Context: an optimization exercise on an open-source flow, tuned for small area. The choices shown serve that exercise and are no tape-out recipe. Only simulation tests tie the RTL to the original design; equivalence was not proved. Power figures rest on the tool's default switching activity, not on a simulated workload.

### flow/config.mk
export PLATFORM = sky130hd
export DESIGN_NAME = orderBookDirectoryParser
export DESIGN_NICKNAME = orderBookDirectoryParser
export VERILOG_FILES = /design/flow/design.v
export SDC_FILE = /design/flow/constraint.sdc
export NUM_CORES = 4
export LEC_CHECK = 0
export CAP_MARGIN = 20
export CORE_MARGIN = 2
export CORE_UTILIZATION = 75
export SLEW_MARGIN = 20
export SYNTH_HIERARCHICAL = 1
### flow/constraint.sdc
create_clock -name core_clock -period 5.0 [get_ports {clk}]
set_input_delay 1.0000 -clock core_clock [delete_from_list [all_inputs] [get_ports {clk}]]
set_output_delay 1.0000 -clock core_clock [all_outputs]
set_load 0.01 [all_outputs]
### flow/design.v
`timescale 1ns/1ps
`default_nettype none
module orderBookDirectoryParser
(
    input  wire logic                    clk,
    input  wire logic                    rst,
    input  wire logic [(8 * 8)-1:0]   dataIn,
    input  wire logic                    wordValid,
    input  wire logic                    start,
    input  wire logic [3-1:0] startOffset,
    output logic                         recordValid,
    output logic [31:0]                  timeStamp,
    output logic [31:0]                  orderBookId,
    output logic [(8 * 8)-1:0]        symbol,
    output logic [95:0]                  isin,
    output logic [7:0]                   financialProduct,
    output logic [23:0]                  tradingCurrency,
    output logic [15:0]                  decimalsInPrice,
    output logic [15:0]                  decimalsInNominalValue,
    output logic [31:0]                  oddLotSize,
    output logic [31:0]                  roundLotSize,
    output logic [31:0]                  blockLotSize,
    output logic [(8 * 8)-1:0]        nominalValue
);
    localparam int MSG_BYTES = 7 * 8;
    localparam int MSG_BITS = MSG_BYTES * 8;
    logic [2:0]              beat;        
    logic [3-1:0] offset;      
    logic                    pending;     
    logic [MSG_BITS-1:0]     msgBuf;      
    logic [MSG_BITS-1:0]     record;
    logic                    busy;
    logic                    firstBeat;
    logic                    anyBeat;
    logic                    lastBeat;
    logic [3-1:0] shift;
    logic [(8 * 8)-1:0]   rotWord;
    logic [7:0]              beatIs;      
    logic [7:0]              wraps;       
    logic [MSG_BYTES-1:0]    writeByte;
    logic [MSG_BYTES-1:0]    keepByte;
    logic                    loadRecord;
    logic                    holdRecord;
    function automatic logic [2:0] gray(input logic [2:0] n);
        gray = n ^ (n >> 1);
    endfunction
    function automatic logic [2:0] grayNext(input logic [2:0] g);
        case (g)
            3'b000: grayNext = 3'b001;
            3'b001: grayNext = 3'b011;
            3'b011: grayNext = 3'b010;
            3'b010: grayNext = 3'b110;
            3'b110: grayNext = 3'b111;
            3'b111: grayNext = 3'b101;
            3'b101: grayNext = 3'b100;
            default: grayNext = 3'b000;
        endcase
    endfunction
    assign busy = (beat != 3'd0);
    assign firstBeat = !busy && wordValid && start;
    assign anyBeat = firstBeat || (busy && wordValid);
    assign lastBeat = busy && wordValid &&
                      ((beat == gray(3'd7)) || ((beat == gray(3'd6)) && (offset == '0)));
    for (genvar i = 0; i < 3; i++) begin : g_shift
        selectBit shiftSel (
            .a    (offset[i]),
            .aSel (busy),
            .b    (startOffset[i]),
            .bSel (!busy),
            .y    (shift[i])
        );
    end
    always_ff @(posedge clk) begin
        if (rst) begin
            beat <= 3'd0;
            pending <= 1'b0;
            recordValid <= 1'b0;
        end else begin
            pending <= lastBeat;
            recordValid <= pending;
            if (lastBeat) begin
                beat <= 3'd0;
            end else if (anyBeat) begin
                beat <= grayNext(beat);
            end
        end
    end
    always_ff @(posedge clk) begin
        if (firstBeat) begin
            offset <= startOffset;
        end
    end
    byteRotator rotatorInst (
        .word  (dataIn),
        .shift (shift),
        .shiftN (~shift),
        .y     (rotWord)
    );
    always_comb begin
        for (int b = 0; b < 8; b++) begin
            beatIs[b] = anyBeat && (beat == gray(3'(b)));
        end
        for (int j = 0; j < 8; j++) begin
            wraps[j] = (j > 0) && (shift >= 3'(8 - j));
        end
    end
    for (genvar w = 0; w < 7; w++) begin : g_word
        assign writeByte[8 * w] = beatIs[w];
        assign keepByte[8 * w] = !beatIs[w];
        for (genvar j = 1; j < 8; j++) begin : g_byte
            byteEnable enableInst (
                .wraps  (wraps[j]),
                .wrapsN (!wraps[j]),
                .now    (beatIs[w]),
                .next   (beatIs[w + 1]),
                .write  (writeByte[8 * w + j]),
                .keep   (keepByte[8 * w + j])
            );
        end
    end
    assign loadRecord = pending && !rst;
    assign holdRecord = !pending && !rst;
    logic [MSG_BITS-1:0] msgBufNext;
    logic [MSG_BITS-1:0] recordNext;
    for (genvar i = 0; i < MSG_BITS; i++) begin : g_bit
        selectBit bufSel (
            .a    (rotWord[i % (8 * 8)]),
            .aSel (writeByte[i / 8]),
            .b    (msgBuf[i]),
            .bSel (keepByte[i / 8]),
            .y    (msgBufNext[i])
        );
        selectBit recordSel (
            .a    (msgBuf[i]),
            .aSel (loadRecord),
            .b    (record[i]),
            .bSel (holdRecord),
            .y    (recordNext[i])
        );
    end
    always_ff @(posedge clk) begin
        msgBuf <= msgBufNext;
        record <= recordNext;
    end
    assign timeStamp = record[31:0];
    assign orderBookId = record[63:32];
    assign symbol = record[127:64];
    assign isin = record[223:128];
    assign financialProduct = record[231:224];
    assign tradingCurrency = record[255:232];
    assign decimalsInPrice = record[271:256];
    assign decimalsInNominalValue = record[287:272];
    assign oddLotSize = record[319:288];
    assign roundLotSize = record[351:320];
    assign blockLotSize = record[383:352];
    assign nominalValue = record[447:384];
endmodule
module selectBit
(
    input  wire logic a,
    input  wire logic aSel,
    input  wire logic b,
    input  wire logic bSel,
    output logic      y
);
    assign y = (a & aSel) | (b & bSel);
endmodule
module byteEnable
(
    input  wire logic wraps,
    input  wire logic wrapsN,
    input  wire logic now,
    input  wire logic next,
    output logic      write,
    output logic      keep
);
    selectBit writeInst (
        .a    (next),
        .aSel (wraps),
        .b    (now),
        .bSel (wrapsN),
        .y    (write)
    );
    assign keep = !write;
endmodule
module byteRotator
(
    input  wire logic [(8 * 8)-1:0]   word,
    input  wire logic [3-1:0] shift,
    input  wire logic [3-1:0] shiftN,
    output logic [(8 * 8)-1:0]        y
);
    logic [(8 * 8)-1:0] by1;     
    logic [(8 * 8)-1:0] by2;     
    for (genvar i = 0; i < (8 * 8); i++) begin : g_bit
        selectBit stage1 (
            .a    (word[(i + 8) % (8 * 8)]),
            .aSel (shift[0]),
            .b    (word[i]),
            .bSel (shiftN[0]),
            .y    (by1[i])
        );
        selectBit stage2 (
            .a    (by1[(i + 16) % (8 * 8)]),
            .aSel (shift[1]),
            .b    (by1[i]),
            .bSel (shiftN[1]),
            .y    (by2[i])
        );
        selectBit stage3 (
            .a    (by2[(i + 32) % (8 * 8)]),
            .aSel (shift[2]),
            .b    (by2[i]),
            .bSel (shiftN[2]),
            .y    (y[i])
        );
    end
endmodule
`default_nettype wire
### flow/flow/run.sh
#!/bin/bash
# The standard layout, with two changes: the port buffers are the smallest
# buffer cell, and clock tree synthesis is tuned for area.
set -euo pipefail
bash standard.sh synth > synth.log 2>&1
bash standard.sh \
    "BUFFER_PORTS_ARGS=-buffer_cell sky130_fd_sc_hd__buf_1" \
    "CTS_ARGS=-sink_clustering_enable -repair_clock_nets -dont_use_dummy_load -buf_list sky130_fd_sc_hd__clkbuf_8 -sink_clustering_size 24 -sink_clustering_max_diameter 40" \
    finish > layout.log 2>&1
### flow/standard.sh
#!/bin/bash
# synth_recipe.tcl (not shown) runs the flow's synth.tcl, then flattens the netlist and writes it again
# the make line also repeats each setting of config.mk as NAME=value (left out here)
make -C /OpenROAD-flow-scripts/flow DESIGN_CONFIG=/design/flow/config.mk WORK_HOME=/design/flow/orfs CLKGATE_MAP_FILE= SYNTH_SCRIPT=/design/flow/synth_recipe.tcl "${@:-finish}"
==> run notes, run 1 <==
Worst Reg-to-Reg Cells=9; minimum clock period=3.86 ns; H-tree Lvls=3; Critical Path Sink Type=register; Cell Chain, Critical Path=nor3_2 -> inv_1 -> a22o_2 -> buf_4 -> a21oi_1 -> inv_1 -> a22o_1 -> inv_1 -> a22o_1; Data arrival, critical path=4.43 ns; DRT antenna net count=0; Synth Register Bits=904; Max Root-Sink Buffers=3; Max stage delay on crit path=0.68 ns; WS Path Type=register to register; register area=18100 um2; share of layout cells above drive strength 1=0.0399; Clock transition at path regs=0.11 ns; multi-input logic area=10300 um2; largest net degree at the start of global routing=189; core region area=37700 um2; Resize count post-CTS=0; CTS Buf Count=74; Worst Max-Slew Pin Slew=1.16 ns; Worst path most repeated cell=inv_1; switch share=0.272; Initial Util=0.760; Die Area=39800 um2; CP max FO=46; Die H=199 um; sequential power share=0.616; commonest cells after routing, fill and taps aside=a22o_1 (1137), dfxtp_1 (901), buf_1 (519); Worst Skew=0.0665 ns; Post-Place Cell Area=31400 um2; PD cells=426 nW/um2; Synth-to-Final Area Change=13.6%; Reg-to-Reg Start=beat[0]; final design utilization=0.864; Total GRT Usage=0.433; total negative slack=0 ns; via density per instance=7.15; root buffer cell=clkbuf_8; post-route cell area=32500 um2; FMAX=259 MHz; period utilization=0.772; CTS tree=done; Inst Count DP=3195; Mapped Area=28600 um2; sequential area share after synthesis=0.633; Syn Area/Cell=13.3 um2; Leak=12.9 nW; # clock sinks=904; slowest CP cell=a21oi_1; Avg WL per Cell=27.1 um; critical path startpoint=beat[0]; commonest non-fill, non-tap cell in the layout=a22o_1; nets=2831; initial antenna violation count=41; final hold vios=0; Cells after Synth=2151; vias in the first global route=21764; WL final=89600 um; FP Rows=71; Pwr Total=13.9 mW; Slew Limit Fails=0; Vias=23640; Fillers=2008; Comb pwr share=0.132; NetSw=3.77 mW; num ports=520; CP Launch Type=register; Distinct cells, synth=31; Max VDD drop=362 uV; non-filler cells, final=3305; Setup Buffers After CTS=0; 1st-pass router iterations=6; DR iter-0 viols=2979; Clock Latency Late Sink=0.68 ns; Post-route DRC=0; RSZ-0062 raised after global routing=false; Post-DP HPWL=59300 um; hold wc startpoint=msgBuf[38]; CP required=5.57 ns; first-pass GRT wire length=131000 um; Synth warnings=7; Hold WC Path Type=register to register; max cap viols=0; gp weighted congestion=0.896; status=no timing/DRC/antenna violations; relative slew slack=0.224; Final Setup Violations=0; worst hold stages=1; P_int=10.1 mW; Clock Power Share=0.252; syn nets=2222; input/output buffers=519; Congestion Overflow GR=0; hold_buf cts=0; Die W=199 um
[flip-flops by register name, indices dropped and copies added (netlist names), named ones only]
register / cells
msgBuf: 448
pending: 1
record: 448
recordValid: 1
offset: 3
beat: 2
[worst max-delay path: cells and delay by family, from the launching register on]
kind / cells / cell delay, ns
and+or+nand+nor: 1 / 0.45
DFF: 1 / 0.49
buffers and inverters: 4 / 1.10
AOI/OAI and AO/OA: 4 / 1.70
[Yosys stat by module, one instance, submodules excluded, excerpt]
module                    flops+latches  times used  cell area (um2)
orderBookDirectoryParser            904           1            18500
selectBit                             0        1140             8.76
byteEnable                            0          49             3.75
[final timing paths]
path	end	slack, ns
setup / recovery	msgBuf[426]	1.14
hold / removal	record[38]	0.45
setup reg to reg	msgBuf[426]	1.14
hold reg to reg	record[38]	0.45
[power groups by stage]
stage               sequential [mW]  combinational [mW]  clock, mW
CTS                            8.50                1.76       3.48
global placement               8.61                1.67          0
detailed placement             8.64                1.75          0
global route                   8.59                1.91       3.75
finish                         8.54                1.83       3.50
floorplan                      8.44                1.25          0
[cells by family (layout without fill, tap and decap cells)]
kind of cell | count (synthesis) | count (layout) | share of synthesized area
flops | 904 | 904 | 0.633
other cells | 0 | 36 | 0
simple gates | 32 | 32 | 0.00633
buf+inv | 65 | 672 | 0.00887
compound gates | 1150 | 1150 | 0.352
[cell usage after synthesis]
library cell / count / area, um2
nand3b_1: 2 / 15.0
or3_1: 2 / 12.5
a21bo_1: 1 / 10.0
buf_2: 2 / 10.0
a21oi_1: 2 / 10.0
o21ai_0: 1 / 5.00
o211a_1: 1 / 10.0
nor3_1: 2 / 10.0
a221oi_2: 1 / 15.0
a22o_1: 1140 / 9980
inv_2: 1 / 3.75
o21ba_2: 1 / 10.0
nand2_1: 4 / 15.0
buf_4: 2 / 15.0
clkbuf_1: 1 / 3.75
nor2b_1: 4 / 25.0
o31ai_2: 1 / 12.5
and3_1: 4 / 25.0
inv_1: 59 / 221
nor3_2: 1 / 10.0
a2bb2oi_1: 1 / 8.76
nand2b_1: 1 / 6.26
nor3b_1: 1 / 7.51
o21bai_1: 1 / 7.51
nor2_1: 4 / 15.0
and2_1: 2 / 12.5
dfxtp_1: 901 / 18000
or2_2: 1 / 6.26
edfxtp_1: 3 / 90.1
nand3_1: 3 / 15.0
nand4_1: 1 / 6.26
[layer usage]
| metal | track usage | share of wire |
|---|---|---|
| met5 | 0 | 0.00098 |
| met4 | 0.291 | 0.062 |
| met3 | 0.119 | 0.12 |
| met2 | 0.651 | 0.45 |
| met1 | 0.547 | 0.36 |
[cell type report]
type | count | share of cell area
sequential | 904 | 0.557
multi-input combinational | 1182 | 0.316
timing repair buffer | 538 | 0.0658
clock buffer | 74 | 0.0313
tap | 511 | 0.0197
inverter | 60 | 0.00692
antenna | 36 | 0.00277
[per-stage QoR]
stage                     setup slack [ns]  hold slack (ns)
final                                 1.14            0.453
after global routing                 0.965            0.477
after CTS                             1.28            0.452
after detailed placement              1.26            0.454
after global placement                1.40            0.453
after floorplan                      -1.22            0.444
==> run 2: changes to the inputs <==
--- a/flow/design.v
+++ b/flow/design.v
@@ -108,14 +108,19 @@
         assign writeByte[8 * w] = beatIs[w];
         assign keepByte[8 * w] = !beatIs[w];
         for (genvar j = 1; j < 8; j++) begin : g_byte
-            byteEnable enableInst (
-                .wraps  (wraps[j]),
-                .wrapsN (!wraps[j]),
-                .now    (beatIs[w]),
-                .next   (beatIs[w + 1]),
-                .write  (writeByte[8 * w + j]),
-                .keep   (keepByte[8 * w + j])
-            );
+            if (8 * w + j == MSG_BYTES - 1) begin : g_last
+                assign writeByte[8 * w + j] = 1'b1;
+                assign keepByte[8 * w + j] = 1'b0;
+            end else begin : g_enable
+                byteEnable enableInst (
+                    .wraps  (wraps[j]),
+                    .wrapsN (!wraps[j]),
+                    .now    (beatIs[w]),
+                    .next   (beatIs[w + 1]),
+                    .write  (writeByte[8 * w + j]),
+                    .keep   (keepByte[8 * w + j])
+                );
+            end
         end
     end
     assign loadRecord = pending && !rst;
@@ -123,13 +128,17 @@
     logic [MSG_BITS-1:0] msgBufNext;
     logic [MSG_BITS-1:0] recordNext;
     for (genvar i = 0; i < MSG_BITS; i++) begin : g_bit
-        selectBit bufSel (
-            .a    (rotWord[i % (8 * 8)]),
-            .aSel (writeByte[i / 8]),
-            .b    (msgBuf[i]),
-            .bSel (keepByte[i / 8]),
-            .y    (msgBufNext[i])
-        );
+        if (i / 8 == MSG_BYTES - 1) begin : g_last
+            assign msgBufNext[i] = rotWord[i % (8 * 8)];
+        end else begin : g_held
+            selectBit bufSel (
+                .a    (rotWord[i % (8 * 8)]),
+                .aSel (writeByte[i / 8]),
+                .b    (msgBuf[i]),
+                .bSel (keepByte[i / 8]),
+                .y    (msgBufNext[i])
+            );
+        end
         selectBit recordSel (
             .a    (msgBuf[i]),
             .aSel (loadRecord),
==> flow/flow/run.sh (replaced) <==
#!/bin/bash
# The standard layout, with two changes: the port buffers are the smallest
# buffer cell, and clock tree synthesis is tuned for area.
set -euo pipefail
bash standard.sh synth > synth.log 2>&1
bash standard.sh \
    "BUFFER_PORTS_ARGS=-buffer_cell sky130_fd_sc_hd__buf_1" \
    "CTS_ARGS=-sink_clustering_enable -repair_clock_nets -dont_use_dummy_load -buf_list sky130_fd_sc_hd__clkbuf_8 -sink_clustering_size 18 -sink_clustering_max_diameter 50" \
    finish > layout.log 2>&1
==> run notes, run 2 <==
period utilization=0.774 (was 0.772); dpl ws=1.24 ns (was 1.26 ns); Data arrival, critical path=4.52 ns (was 4.43 ns); sequential area share after synthesis=0.635 (was 0.633); Post-synth EDFFs=3 (unchanged); H-tree Lvls=2 (was 3); Area contributors post-synth=dfxtp_1 (63%), a22o_1 (35%), inv_1 (0.76%), edfxtp_1 (0.32%), and3_1 (0.088%) (was dfxtp_1 (63%), a22o_1 (35%), inv_1 (0.77%), edfxtp_1 (0.31%), and3_1 (0.087%)); Comb pwr share=0.135 (was 0.132); PD cells=417 nW/um2 (was 426 nW/um2); root buffer cell=clkbuf_8 (unchanged); CP max FO=36 (was 46); biggest registers after layout=msgBuf (448), record (448), offset (3) (unchanged); DR WL met2=39200 um (was 40200 um); final hold vios=0 (unchanged); Fin Hold WS=0.469 ns (was 0.453 ns); nets=2804 (was 2831); CP Launch Type=register (unchanged); slowest CP cell=a22o_2 (was a21oi_1); 1st-pass router iterations=6 (unchanged); FFs w/ async S/R, synth=0 (unchanged); Syn Area/Cell=13.3 um2 (about the same); WL final=87900 um (was 89600 um); Congestion Overflow GR=0 (unchanged); hold_buf cts=0 (unchanged); Max Root-Sink Buffers=3 (unchanged); switch share=0.272 (about the same); P_int=9.79 mW (was 10.1 mW); CTS tree=done (unchanged); Post-synth top cells=a22o_1 (1131), dfxtp_1 (901), inv_1 (58) (was a22o_1 (1140), dfxtp_1 (901), inv_1 (59)); RSZ-0062 raised after global routing=false (unchanged); met1 wire length=32700 um (was 32600 um); leading register cell type out of synthesis=dfxtp_1 (unchanged); minimum clock period=3.87 ns (was 3.86 ns); final design utilization=0.859 (was 0.864); CP required=5.65 ns (was 5.57 ns); Synth Register Bits=904 (unchanged); Clock transition at path regs=0.11 ns (about the same); largest net degree at the start of global routing=143 (was 189); Initial Util=0.760 (about the same); Cells after Synth=2141 (was 2151); Die W=199 um (about the same); Synth area leader=dfxtp_1 (unchanged); Clock Latency Late Sink=0.71 ns (was 0.68 ns); relative slew slack=0.217 (was 0.224); non-filler cells, final=3276 (was 3305); Die H=199 um (about the same); CTS Buf Count=57 (was 74); FP Rows=71 (unchanged); Total GRT Usage=0.421 (was 0.433); vias in the first global route=21276 (was 21764); Inst Count DP=3185 (was 3195); Mapped Area=28600 um2 (about the same); via density per instance=7.09 (was 7.15); metal3 WL=10500 um (was 11100 um); gp weighted congestion=0.924 (was 0.896); Max stage delay on crit path=0.49 ns (was 0.68 ns); initial antenna violation count=34 (was 41); Avg WL per Cell=26.8 um (was 27.1 um); max cap viols=0 (unchanged); DRT antenna net count=0 (unchanged); Post-DP HPWL=59600 um (was 59300 um); WS Path Type=register to register (unchanged); input/output buffers=519 (unchanged); Clock Power Share=0.231 (was 0.252); Setup Buffers After CTS=0 (unchanged); status=no timing/DRC/antenna violations (unchanged); Cell Chain, Critical Path=nor3_2 -> inv_1 -> a22o_2 -> buf_4 -> or2_2 -> inv_1 -> nand2_1 -> a22o_1 -> inv_1 -> a22o_1 (was nor3_2 -> inv_1 -> a22o_2 -> buf_4 -> a21oi_1 -> inv_1 -> a22o_1 -> inv_1 -> a22o_1); Final Setup Violations=0 (unchanged); Synth-to-Final Area Change=13.0% (was 13.6%); Pwr Total=13.5 mW (was 13.9 mW); core region area=37600 um2 (was 37700 um2); commonest non-fill, non-tap cell in the layout=a22o_1 (unchanged); syn nets=2212 (was 2222); Die Area=39600 um2 (was 39800 um2); Worst path most repeated cell=inv_1 (unchanged); Critical Path Sink Type=register (unchanged); worst path buffer plus inverter count=4 (unchanged); Slew Limit Fails=0 (unchanged); Worst Skew=0.0464 ns (was 0.0665 ns); sequential power share=0.635 (was 0.616); first-pass GRT wire length=128000 um (was 131000 um); most numerous cell in the Yosys netlist=a22o_1 (unchanged); NetSw=3.66 mW (was 3.77 mW); DR iter-0 viols=2837 (was 2979); Crit path max-delay family=simple AND/OR/NAND/NOR gates (was compound AO/OA/AOI/OAI gates); share of layout cells above drive strength 1=0.0337 (was 0.0399); post-route setup slack=1.13 ns (was 1.14 ns); FMAX=258 MHz (was 259 MHz); Post-route DRC=0 (unchanged); Distinct cells, synth=31 (unchanged); Max VDD drop=398 uV (was 362 uV); top-area cell type share of the netlist area=0.632 (was 0.630); top sig layer=met5 (unchanged); Synth warnings=7 (unchanged); # clock sinks=904 (unchanged); Leak=12.7 nW (was 12.9 nW); num ports=520 (unchanged); Vias=23233 (was 23640); commonest cells after routing, fill and taps aside=a22o_1 (1128), dfxtp_1 (901), buf_1 (519) (was a22o_1 (1137), dfxtp_1 (901), buf_1 (519)); Resize count post-CTS=0 (unchanged); Hold WC Path Type=register to register (unchanged); Worst Max-Slew Pin Slew=1.17 ns (was 1.16 ns)
[run 2: cell count changes after synthesis]
cell,before,now
inv_1,59,58
a22o_1,1140,1131
[run 2: power by group through the flow]
stage / clock [mW] / sequential (mW) / combinational [mW]
after floorplan: 0 / 8.45 / 1.24
after global placement: 0 / 8.63 / 1.66
after detailed placement: 0 / 8.65 / 1.73
after CTS: 3.09 / 8.51 / 1.75
after global routing: 3.36 / 8.59 / 1.89
final: 3.10 / 8.54 / 1.81
[run 2: through the flow]
step,cell area [um2],setup TNS (ns)
finish,32300,0
CTS,32200,0
detailed placement,31400,0
floorplan,28600,-546.46
global route,32200,0
global placement,31400,0
[run 2: worst paths after layout]
kind              cells after the start   startpoint           to  slack, ns
setup / recovery                     10      beat[2]  msgBuf[184]       1.13
hold / removal                        1  msgBuf[443]  record[443]       0.47
setup reg to reg                     10      beat[2]  msgBuf[184]       1.13
hold reg to reg                       1  msgBuf[443]  record[443]       0.47
[run 2: per-module statistics from Yosys, one instance, submodules excluded, a selection]
module                    cells inside  cell area, um2  flip-flops and latches  copies in the design
byteEnable                           1            3.75                       0                    48
selectBit                            1            8.76                       0                  1131
orderBookDirectoryParser           962           18500                     904                     1
[run 2: worst register-to-register path: cells and delay by family (launching register included)]
| family | cells | cell delay [ns] |
|---|---|---|
| AOI/OAI and AO/OA | 3 | 1.16 |
| and+or+nand+nor | 3 | 1.17 |
| buffers and inverters | 4 | 1.03 |
| DFF | 1 | 0.46 |
[run 2: layout make-up]
type,count,area (um2)
fillers,2031,5320
well taps,511,639
multi-input cells,1173,10200
repair buffers,538,2190
inverters,59,221
clock buffers,57,785
diodes,34,85.1
flip-flops and latches,904,18100
[run 2: metal layers]
metal / vias up / global-route usage
met3: 333 / 0.119
met5: - / 0
li1: 9955 / -
met1: 11310 / 0.548
met4: 12 / 0.253
met2: 1623 / 0.629
[run 2: logic make-up after synthesis]
kind of cell | share of synthesized area
compound gates | 0.350
buf+inv | 0.00876
flops | 0.635
simple gates | 0.00635
==> run 3: changes to the inputs <==
--- a/flow/design.v
+++ b/flow/design.v
@@ -86,9 +86,7 @@
         end
     end
     always_ff @(posedge clk) begin
-        if (firstBeat) begin
-            offset <= startOffset;
-        end
+        offset <= shift;
     end
     byteRotator rotatorInst (
         .word  (dataIn),
--- a/flow/config.mk
+++ b/flow/config.mk
@@ -8,5 +8,6 @@
 export CAP_MARGIN = 20
 export CORE_MARGIN = 2
 export CORE_UTILIZATION = 75
+export GPL_ROUTABILITY_DRIVEN = 0
 export SLEW_MARGIN = 20
 export SYNTH_HIERARCHICAL = 1
==> run notes, run 3 <==
status=no timing/DRC/antenna violations (unchanged); CTS tree=done (unchanged); Die H=199 um (about the same); Resize count post-CTS=0 (unchanged); largest net degree at the start of global routing=148 (was 143); FFs w/ async S/R, synth=0 (unchanged); FMAX=249 MHz (was 258 MHz); Synth-to-Final Area Change=12.9% (was 13.0%); Worst Reg-to-Reg Cells=9 (was 10); Synth warnings=7 (unchanged); Post-DP HPWL=60100 um (was 59600 um); commonest cells after routing, fill and taps aside=a22o_1 (1128), dfxtp_1 (904), buf_1 (519) (was a22o_1 (1128), dfxtp_1 (901), buf_1 (519)); WS Path Type=register to register (unchanged); Syn Area/Cell=13.3 um2 (about the same); post-route setup slack=0.988 ns (was 1.13 ns); vias in the first global route=21400 (was 21276); Reg-to-Reg Start=beat[0] (was beat[2]); hold_buf cts=0 (unchanged); Max Root-Sink Buffers=3 (unchanged); Max VDD drop=298 uV (was 398 uV); CP max FO=38 (was 36); Critical Path Sink Type=register (unchanged); Congestion Overflow GR=0 (unchanged); Die Area=39600 um2 (about the same); Clock transition at path regs=0.11 ns (about the same); H-tree Lvls=2 (unchanged); Worst Skew=0.0448 ns (was 0.0464 ns); Post-synth top cells=a22o_1 (1131), dfxtp_1 (904), inv_1 (58) (was a22o_1 (1131), dfxtp_1 (901), inv_1 (58)); hold wc startpoint=msgBuf[441] (was msgBuf[443]); r2r setup slk=0.99 ns (was 1.13 ns); Distinct cells, synth=30 (was 31); Clock Latency Late Sink=0.69 ns (was 0.71 ns); Post-route DRC=0 (unchanged); Synth area leader=dfxtp_1 (unchanged); 1st-pass router iterations=8 (was 6); Avg WL per Cell=27.3 um (was 26.8 um); Critical Path Sink=msgBuf[11] (was msgBuf[184]); critical path startpoint=beat[0] (was beat[2]); initial antenna violation count=37 (was 34); DRT antenna net count=0 (unchanged); final design utilization=0.857 (was 0.859); Die W=199 um (about the same); most numerous cell in the Yosys netlist=a22o_1 (unchanged); # clock sinks=904 (unchanged); dpl ws=1.12 ns (was 1.24 ns); Final Setup Violations=0 (unchanged); Cell Chain, Critical Path=nor3_2 -> inv_1 -> a22o_2 -> and2_1 -> inv_1 -> nor2_1 -> a22o_1 -> inv_1 -> a22o_1 (was nor3_2 -> inv_1 -> a22o_2 -> buf_4 -> or2_2 -> inv_1 -> nand2_1 -> a22o_1 -> inv_1 -> a22o_1); Initial Util=0.759 (was 0.760); relative slew slack=0.199 (was 0.217); Post-synth EDFFs=0 (was 3); Vias=23209 (was 23233); CP Launch Type=register (unchanged); max cap viols=0 (unchanged); RSZ-0062 raised after global routing=false (unchanged); sequential area share after synthesis=0.635 (about the same); M3 GR Usage=0.121 (was 0.119); input/output buffers=519 (unchanged); Mapped Area=28500 um2 (was 28600 um2); num ports=520 (unchanged); minimum clock period=4.01 ns (was 3.87 ns); final hold vios=0 (unchanged); non-filler cells, final=3277 (was 3276); via density per instance=7.08 (was 7.09); biggest registers after layout=msgBuf (448), record (448), offset (3) (unchanged); total negative slack=0 ns (unchanged); commonest non-fill, non-tap cell in the layout=a22o_1 (unchanged); Data arrival, critical path=4.59 ns (was 4.52 ns); Cells after Synth=2140 (was 2141); Total GRT Usage=0.430 (was 0.421); FP Rows=71 (unchanged); Worst Max-Slew Pin Slew=1.20 ns (was 1.17 ns); Hold WC Path Type=register to register (unchanged); period utilization=0.802 (was 0.774); syn nets=2211 (was 2212); share of layout cells above drive strength 1=0.0344 (was 0.0337); first-pass GRT wire length=129000 um (was 128000 um); Area contributors post-synth=dfxtp_1 (63%), a22o_1 (35%), inv_1 (0.76%), nor2b_1 (0.088%), and3_1 (0.066%) (was dfxtp_1 (63%), a22o_1 (35%), inv_1 (0.76%), edfxtp_1 (0.32%), and3_1 (0.088%)); PD cells=422 nW/um2 (was 417 nW/um2); Inst Count DP=3187 (was 3185); GRT met1 Usage=0.551 (was 0.548); r2r endpoint=msgBuf[11] (was msgBuf[184]); core region area=37600 um2 (unchanged); Leak=12.7 nW (about the same); CTS Buf Count=56 (was 57); met2 Track Usage GR=0.652 (was 0.629); top-area cell type share of the netlist area=0.635 (was 0.632); DR iter-0 viols=2910 (was 2837); root buffer cell=clkbuf_8 (unchanged); grt peak-use layer=met2 (unchanged); Worst path most repeated cell=inv_1 (unchanged); Setup Buffers After CTS=0 (unchanged); Max stage delay on crit path=0.71 ns (was 0.49 ns); nets=2805 (was 2804); Synth Register Bits=904 (unchanged); leading register cell type out of synthesis=dfxtp_1 (unchanged); slowest CP cell=nor2_1 (was a22o_2); WL final=89400 um (was 87900 um); Slew Limit Fails=0 (unchanged); CP required=5.58 ns (was 5.65 ns)
-- run 3: cell count changes in the layout (fill, tap and decap cells not counted), sizes merged --
cell	previous run	this run
buf	538	541
edfxtp	3	0
dfxtp	901	904
clkbuf	57	56
and3	4	3
-- run 3: kinds of logic (layout without fill, tap and decap cells) --
| family | after synthesis | in the layout | share of synthesized area |
|---|---|---|---|
| other cells | 0 | 34 | 0 |
| buf+inv | 64 | 656 | 0.00878 |
| compound gates | 1141 | 1141 | 0.350 |
| flops | 904 | 904 | 0.635 |
| simple gates | 31 | 31 | 0.00614 |
-- run 3: report_power, final --
part | total [mW] | switching, mW | internal (mW) | leakage (nW)
clock network | 3.09 | 2.08 | 1.01 | 0.403
registers | 8.58 | 0.557 | 8.02 | 7.35
logic | 1.93 | 1.11 | 0.814 | 4.97
total | 13.6 | 3.75 | 9.84 | 12.7
-- run 3: how the worst min path moves through the flow --
stage	slack, ns	cells past startpoint	end
global route	0.48	1	record[441]
global placement	0.44	1	record[444]
finish	0.47	1	record[441]
floorplan	0.43	1	record[440]
CTS	0.46	1	record[441]
detailed placement	0.44	1	record[445]
-- run 3: final cells by class --
type                       count  area [um2]
sequential                   904       18100
multi-input combinational   1172       10200
fill                        2001        5370
timing repair buffer         541        2190
clock buffer                  56         771
tap                          511         639
inverter                      59         221
antenna                       34        85.1
-- run 3: critical path, delay by kind of cell (launching register included) --
family	cells	cell delay (ns)
AOI/OAI and AO/OA	3	1.32
buffers and inverters	3	0.60
and+or+nand+nor	3	1.29
DFF	1	0.67
-- run 3: layer usage --
metal  part of all wire  vias to the layer above
met2               0.45                     1620
met4              0.059                       16
met3               0.12                      315
li1                   -                     9942
met1               0.37                    11316
met5             0.0011                        -
-- run 3: metrics by stage --
step	instance area (um2)	total power, mW	hold WS [ns]
CTS	32100	13.5	0.465
global route	32200	14.0	0.482
global placement	31300	10.4	0.439
floorplan	28500	9.80	0.433
finish	32200	13.6	0.465
detailed placement	31300	10.5	0.443
-- run 3: per-module statistics from Yosys, one instance, submodules excluded, excerpt --
module / cells / copies in the design / cell area (um2)
orderBookDirectoryParser: 961 / 1 / 18400
byteEnable: 1 / 48 / 3.75
selectBit: 1 / 1131 / 8.76
==> run 4: changes to the inputs <==
--- a/flow/config.mk
+++ b/flow/config.mk
@@ -8,6 +8,5 @@
 export CAP_MARGIN = 20
 export CORE_MARGIN = 2
 export CORE_UTILIZATION = 75
-export GPL_ROUTABILITY_DRIVEN = 0
 export SLEW_MARGIN = 20
 export SYNTH_HIERARCHICAL = 1
==> run notes, run 4 <==
Vias=23217 (was 23209); Slew Limit Fails=0 (unchanged); period utilization=0.778 (was 0.802); Mapped Area=28500 um2 (unchanged); RSZ-0062 raised after global routing=false (unchanged); minimum clock period=3.89 ns (was 4.01 ns); Post-route DRC=0 (unchanged); post-route cell area=32200 um2 (about the same); total negative slack=0 ns (unchanged); Critical Path Sink Type=register (unchanged); gp weighted congestion=0.936; FFs w/ async S/R, synth=0 (unchanged); Resize count post-CTS=0 (unchanged); commonest non-fill, non-tap cell in the layout=a22o_1 (unchanged); max cap viols=0 (unchanged); Worst Skew=0.0460 ns (was 0.0448 ns); commonest cells after routing, fill and taps aside=a22o_1 (1128), dfxtp_1 (904), buf_1 (519) (unchanged); num ports=520 (unchanged); Hold WC Path Type=register to register (unchanged); top-area cell type share of the netlist area=0.635 (unchanged); Post-Place Cell Area=31300 um2 (about the same); Inst Count DP=3181 (was 3187); Clock Latency Late Sink=0.71 ns (was 0.69 ns); Final Setup Violations=0 (unchanged); xor and xnor area share after synthesis=0 (unchanged); final design utilization=0.856 (was 0.857); # clock sinks=904 (unchanged); Setup Buffers After CTS=0 (unchanged); leading register cell type out of synthesis=dfxtp_1 (unchanged); CP required=5.65 ns (was 5.58 ns); Synth Register Bits=904 (unchanged); Leak=12.7 nW (about the same); dpl ws=1.10 ns (was 1.12 ns); syn nets=2211 (unchanged); Synth Area in Simple Gates=0.00614 (unchanged); CP max FO=66 (was 38); Synth-to-Final Area Change=12.8% (was 12.9%); Die Area=39600 um2 (unchanged); sequential area share after synthesis=0.635 (unchanged); WL final=89900 um (was 89400 um); final hold vios=0 (unchanged); WS Path Type=register to register (unchanged); input/output buffers=519 (unchanged); Clock transition at path regs=0.10 ns (was 0.11 ns); Die W=199 um (unchanged); Post-synth EDFFs=0 (unchanged); Area contributors post-synth=dfxtp_1 (63%), a22o_1 (35%), inv_1 (0.76%), nor2b_1 (0.088%), and3_1 (0.066%) (unchanged); Total GRT Usage=0.435 (was 0.430); Worst Max-Slew Pin Slew=1.16 ns (was 1.20 ns); Fin Hold WS=0.467 ns (was 0.465 ns); most numerous cell in the Yosys netlist=a22o_1 (unchanged); 1st-pass router iterations=5 (was 8); first-pass GRT wire length=131000 um (was 129000 um); Pwr Total=13.6 mW (about the same); DR iter-0 viols=2633 (was 2910); status=no timing/DRC/antenna violations (unchanged); H-tree Lvls=2 (unchanged); PD cells=424 nW/um2 (was 422 nW/um2); hold_buf cts=0 (unchanged); relative slew slack=0.226 (was 0.199); combinational family with the most area after synthesis=compound AO/OA/AOI/OAI gates (unchanged); Data arrival, critical path=4.53 ns (was 4.59 ns); post-synthesis compound-gate area fraction=0.350 (unchanged); Max VDD drop=303 uV (was 298 uV); largest net degree at the start of global routing=226 (was 148); Max Root-Sink Buffers=3 (unchanged); post-route setup slack=1.11 ns (was 0.988 ns); CTS Buf Count=57 (was 56); initial antenna violation count=37 (unchanged); share of layout cells above drive strength 1=0.0326 (was 0.0344); root buffer cell=clkbuf_8 (unchanged); vias in the first global route=21445 (was 21400); FMAX=257 MHz (was 249 MHz); core region area=37600 um2 (unchanged); post-synthesis adder-cell area fraction=0 (unchanged); non-filler cells, final=3273 (was 3277); mux contribution to synthesized area=0 (unchanged); DRT antenna net count=0 (unchanged); via density per instance=7.09 (was 7.08); Post-synth top cells=a22o_1 (1131), dfxtp_1 (904), inv_1 (58) (unchanged); Syn Area/Cell=13.3 um2 (unchanged); Synth warnings=7 (unchanged); Synth area leader=dfxtp_1 (unchanged); CP Launch Type=register (unchanged); Distinct cells, synth=30 (unchanged); biggest registers after layout=msgBuf (448), record (448), offset (3) (unchanged); Cells after Synth=2140 (unchanged); Congestion Overflow GR=0 (unchanged); Avg WL per Cell=27.5 um (was 27.3 um); Post-DP HPWL=59400 um (was 60100 um); CTS tree=done (unchanged); Die H=199 um (unchanged); FP Rows=71 (unchanged); Initial Util=0.759 (unchanged); nets=2800 (was 2805)
run 4: cell count changes in the layout (fill, tap and decap cells not counted):
| cell | change |
|---|---|
| diode_2 | +1 |
| clkbuf_8 | +1 |
| buf_4 | -4 |
| nor3_4 | +1 |
| nor3_2 | -1 |
| buf_12 | -2 |
run 4: modules after synthesis (local to each module, per instance), excerpt:
module	cells inside	times used	flip-flops and latches
orderBookDirectoryParser	961	1	904
byteEnable	1	48	0
selectBit	1	1131	0
run 4: final timing paths:
check | cells after the start | slack [ns] | start | endpoint
hold reg to reg | 1 | 0.47 | msgBuf[85] | record[85]
hold / removal | 1 | 0.47 | msgBuf[85] | record[85]
setup / recovery | 8 | 1.11 | beat[0] | msgBuf[252]
setup reg to reg | 8 | 1.11 | beat[0] | msgBuf[252]
run 4: logic make-up (layout without fill, tap and decap cells):
logic type             after synthesis  after routing
AO/OA/AOI/OAI                     1141           1141
flip-flops                         904            904
buffers and inverters               64            651
AND/OR/NAND/NOR                     31             31
other                                0             35
run 4: where the power goes:
| group | leakage [nW] | switching, mW | total [mW] | internal, mW |
|---|---|---|---|---|
| combinational | 4.93 | 1.13 | 1.94 | 0.810 |
| sequential | 7.35 | 0.568 | 8.59 | 8.02 |
| clock | 0.410 | 2.08 | 3.11 | 1.02 |
| total | 12.7 | 3.78 | 13.6 | 9.86 |
run 4: final cells by class:
| cell class | count | area, um2 |
|---|---|---|
| flip-flops and latches | 904 | 18100 |
| fillers | 1934 | 5420 |
| multi-input cells | 1172 | 10200 |
| repair buffers | 535 | 2120 |
| clock buffers | 57 | 785 |
| inverters | 59 | 221 |
| well taps | 511 | 639 |
| diodes | 35 | 87.6 |
run 4: routing by layer:
layer | vias to the layer above | part of all wire | global-route usage
li1 | 9929 | - | -
met3 | 317 | 0.13 | 0.137
met2 | 1715 | 0.44 | 0.655
met4 | 12 | 0.061 | 0.257
met5 | - | 0.00079 | 0
met1 | 11244 | 0.37 | 0.551
run 4: critical path, cell delays in order (launching register included):
cell,delay (ns)
dfxtp_1,0.50
nor3_2,0.46
inv_1,0.18
a22o_2,0.45
inv_2,0.85
nand2_1,0.44
a22o_1,0.47
inv_1,0.28
a22o_1,0.19
==> run 5: changes to the inputs <==
==> flow/flow/run.sh (replaced) <==
#!/bin/bash
# The standard layout, with two changes: the port buffers are the smallest
# buffer cell, and clock tree synthesis is tuned for area.
set -euo pipefail
bash standard.sh synth > synth.log 2>&1
bash standard.sh \
    "BUFFER_PORTS_ARGS=-buffer_cell sky130_fd_sc_hd__buf_1" \
    "CTS_ARGS=-sink_clustering_enable -repair_clock_nets -dont_use_dummy_load -buf_list sky130_fd_sc_hd__clkbuf_8 -sink_clustering_size 20 -sink_clustering_max_diameter 55" \
    finish > layout.log 2>&1
==> run notes, run 5 <==
grt peak-use layer=met2 (unchanged); CTS Buf Count=52 (was 57); # clock sinks=904 (unchanged); H-tree Lvls=2 (unchanged); status=no timing/DRC/antenna violations (unchanged); Die H=199 um (unchanged); Post-route DRC=0 (unchanged); commonest non-fill, non-tap cell in the layout=a22o_1 (unchanged); Synth warnings=7 (unchanged); post-route cell area=32100 um2 (was 32200 um2); Critical Path Sink Type=register (unchanged); Synth Register Bits=904 (unchanged); PD cells=422 nW/um2 (was 424 nW/um2); Max VDD drop=358 uV (was 303 uV); final hold vios=0 (unchanged); root buffer cell=clkbuf_8 (unchanged); Synth-to-Final Area Change=12.6% (was 12.8%); commonest cells after routing, fill and taps aside=a22o_1 (1128), dfxtp_1 (904), buf_1 (519) (unchanged); Clock Latency Late Sink=0.72 ns (was 0.71 ns); register area=18100 um2 (unchanged); largest net degree at the start of global routing=226 (unchanged); syn nets=2211 (unchanged); Vias=23198 (was 23217); first-pass GRT wire length=130000 um (was 131000 um); Post-synth top cells=a22o_1 (1131), dfxtp_1 (904), inv_1 (58) (unchanged); input/output buffers=519 (unchanged); Fin Hold WS=0.462 ns (was 0.467 ns); CTS tree=done (unchanged); biggest registers after layout=msgBuf (448), record (448), offset (3) (unchanged); Syn Area/Cell=13.3 um2 (unchanged); Worst path most repeated cell=inv_1; share of layout cells above drive strength 1=0.0312 (was 0.0326); Post-DP HPWL=59400 um (unchanged); FP Rows=71 (unchanged); Slew Limit Fails=0 (unchanged); Avg WL per Cell=27.4 um (was 27.5 um); Die Area=39600 um2 (unchanged); Cell Chain, Critical Path=nor3_2 -> inv_1 -> a22o_2 -> buf_4 -> a21oi_1 -> inv_1 -> a22o_1 -> inv_1 -> a22o_1 (was nor3_2 -> inv_1 -> a22o_2 -> inv_2 -> nand2_1 -> a22o_1 -> inv_1 -> a22o_1); Max stage delay on crit path=0.66 ns (was 0.85 ns); initial antenna violation count=39 (was 37); Area contributors post-synth=dfxtp_1 (63%), a22o_1 (35%), inv_1 (0.76%), nor2b_1 (0.088%), and3_1 (0.066%) (unchanged); multi-input logic area=10200 um2 (about the same); Worst Skew=0.0641 ns (was 0.0460 ns); Worst Max-Slew Pin Slew=1.23 ns (was 1.16 ns); Max Root-Sink Buffers=3 (unchanged); DR iter-0 viols=2702 (was 2633); Clock transition at path regs=0.11 ns (was 0.10 ns); leading register cell type out of synthesis=dfxtp_1 (unchanged); max cap viols=0 (unchanged); Fillers=1938 (was 1934); relative slew slack=0.182 (was 0.226); top-area cell type share of the netlist area=0.635 (unchanged); most numerous cell in the Yosys netlist=a22o_1 (unchanged); 1st-pass router iterations=6 (was 5); Distinct cells, synth=30 (unchanged); total negative slack=0 ns (unchanged); Die W=199 um (unchanged); met2 Track Usage GR=0.644 (was 0.655); Crit path max-delay family=compound AO/OA/AOI/OAI gates (was buffers and inverters); Leak=12.7 nW (about the same); CP max FO=43 (was 66); Final Setup Violations=0 (unchanged); Inst Count DP=3181 (unchanged); GRT met1 Usage=0.555 (was 0.551); Mapped Area=28500 um2 (unchanged); Total GRT Usage=0.432 (was 0.435); CP required=5.67 ns (was 5.65 ns); Data arrival, critical path=4.48 ns (was 4.53 ns); minimum clock period=3.82 ns (was 3.89 ns); Initial Util=0.759 (unchanged); FMAX=262 MHz (was 257 MHz); core region area=37600 um2 (unchanged); Post-synth EDFFs=0 (unchanged); via density per instance=7.09 (about the same); slowest CP cell=a21oi_1 (was inv_2); WL final=89500 um (was 89900 um); M3 GR Usage=0.134 (was 0.137); non-filler cells, final=3270 (was 3273); Hold WC Path Type=register to register (unchanged); DRT antenna net count=0 (unchanged); nets=2796 (was 2800); CP Launch Type=register (unchanged); period utilization=0.763 (was 0.778); gp weighted congestion=0.936 (unchanged); Post-Place Cell Area=31300 um2 (unchanged); num ports=520 (unchanged); final design utilization=0.854 (was 0.856); Congestion Overflow GR=0 (unchanged); hold_buf cts=0 (unchanged); Cells after Synth=2140 (unchanged); FFs w/ async S/R, synth=0 (unchanged); worst path buffer plus inverter count=4 (was 3); Resize count post-CTS=0 (unchanged); Synth area leader=dfxtp_1 (unchanged); Setup Buffers After CTS=0 (unchanged); vias in the first global route=21125 (was 21445); RSZ-0062 raised after global routing=false (unchanged); sequential area share after synthesis=0.635 (unchanged); WS Path Type=register to register (unchanged)
run 5: cell counts after synthesis:
No cell type changed its count.
run 5: Yosys stat by module, one instance, submodules excluded, a selection:
module                    flip-flops and latches  cell area [um2]  copies in the design
byteEnable                                     0             3.75                    48
orderBookDirectoryParser                     904            18400                     1
selectBit                                      0             8.76                  1131
run 5: logic make-up after synthesis:
family,after synthesis,share of synthesized area
buf+inv,64,0.00878
flops,904,0.635
compound gates,1141,0.350
simple gates,31,0.00614
run 5: stage by stage:
step	power, mW	setup WS (ns)
final	13.6	1.18
after global routing	13.9	1.00
after CTS	13.4	1.36
after detailed placement	10.5	1.10
after global placement	10.4	1.24
after floorplan	9.80	-1.22
run 5: worst paths after layout:
kind	startpoint	end	slack, ns	cells past startpoint
max reg2reg	beat[0]	msgBuf[367]	1.18	9
min reg2reg	msgBuf[327]	record[327]	0.46	1
min	msgBuf[327]	record[327]	0.46	1
max	beat[0]	msgBuf[367]	1.18	9
run 5: where the power goes:
group          internal (mW)  leakage (nW)  total (mW)  switching, mW
logic                  0.811          4.94        1.94           1.13
registers               8.02          7.35        8.59          0.565
clock network          0.939         0.374        3.02           2.08
total                   9.77          12.7        13.6           3.78
run 5: worst reg2reg max path, stage by stage (launching register included):
cell	delay, ns
dfxtp_1	0.46
nor3_2	0.46
inv_1	0.18
a22o_2	0.46
buf_4	0.36
a21oi_1	0.67
inv_1	0.32
a22o_1	0.43
inv_1	0.29
a22o_1	0.19
run 5: final cells by class:
| cell class | count | area share |
|---|---|---|
| flip-flops and latches | 904 | 0.564 |
| multi-input cells | 1172 | 0.318 |
| repair buffers | 536 | 0.0664 |
| inverters | 59 | 0.00690 |
| diodes | 36 | 0.00281 |
| well taps | 511 | 0.0199 |
| clock buffers | 52 | 0.0223 |
run 5: per-layer routing:
layer | routed length [um] | vias up
met5 | 103 | -
met4 | 5370 | 18
met2 | 39700 | 1598
li1 | - | 9916
met1 | 33600 | 11364
met3 | 10700 | 302

==> re-timing with driven ports <==
No port has a modelled driver above. Below, the same layouts with a new extraction and two added sets of constraints.
Step 1 assumes that a clkbuf_16 drives the clock port and a buf_2 every other input.
Step 2 times the ports against the registers' clock, not the clock port: input delays grow and output delays shrink by t, the midpoint of the rising clock arrivals with the driver on.
a / b / c = no drivers / after step 1 / after step 2; a / b = the first two.
run | shift t [ns] | setup slack, ns | latest minus earliest clock arrival (ns) | pins driven straight from the clock port
run 1 | 0.699 | 1.139 / 1.139 / 1.017 | 0.074 / 0.074 | 1
run 2 | 0.744 | 1.130 / 1.130 / 1.003 | 0.050 / 0.050 | 1
run 3 | 0.726 | 0.988 / 0.988 / 0.864 | 0.050 / 0.050 | 1
run 4 | 0.740 | 1.112 / 1.112 / 0.991 | 0.052 / 0.052 | 1
run 5 | 0.744 | 1.183 / 1.183 / 0.968 | 0.065 / 0.065 | 1
After both steps every run listed still meets setup and hold. The setup slack of run 5, which loses most, moves by 0.000 ns with the drivers and by -0.215 ns with both steps.
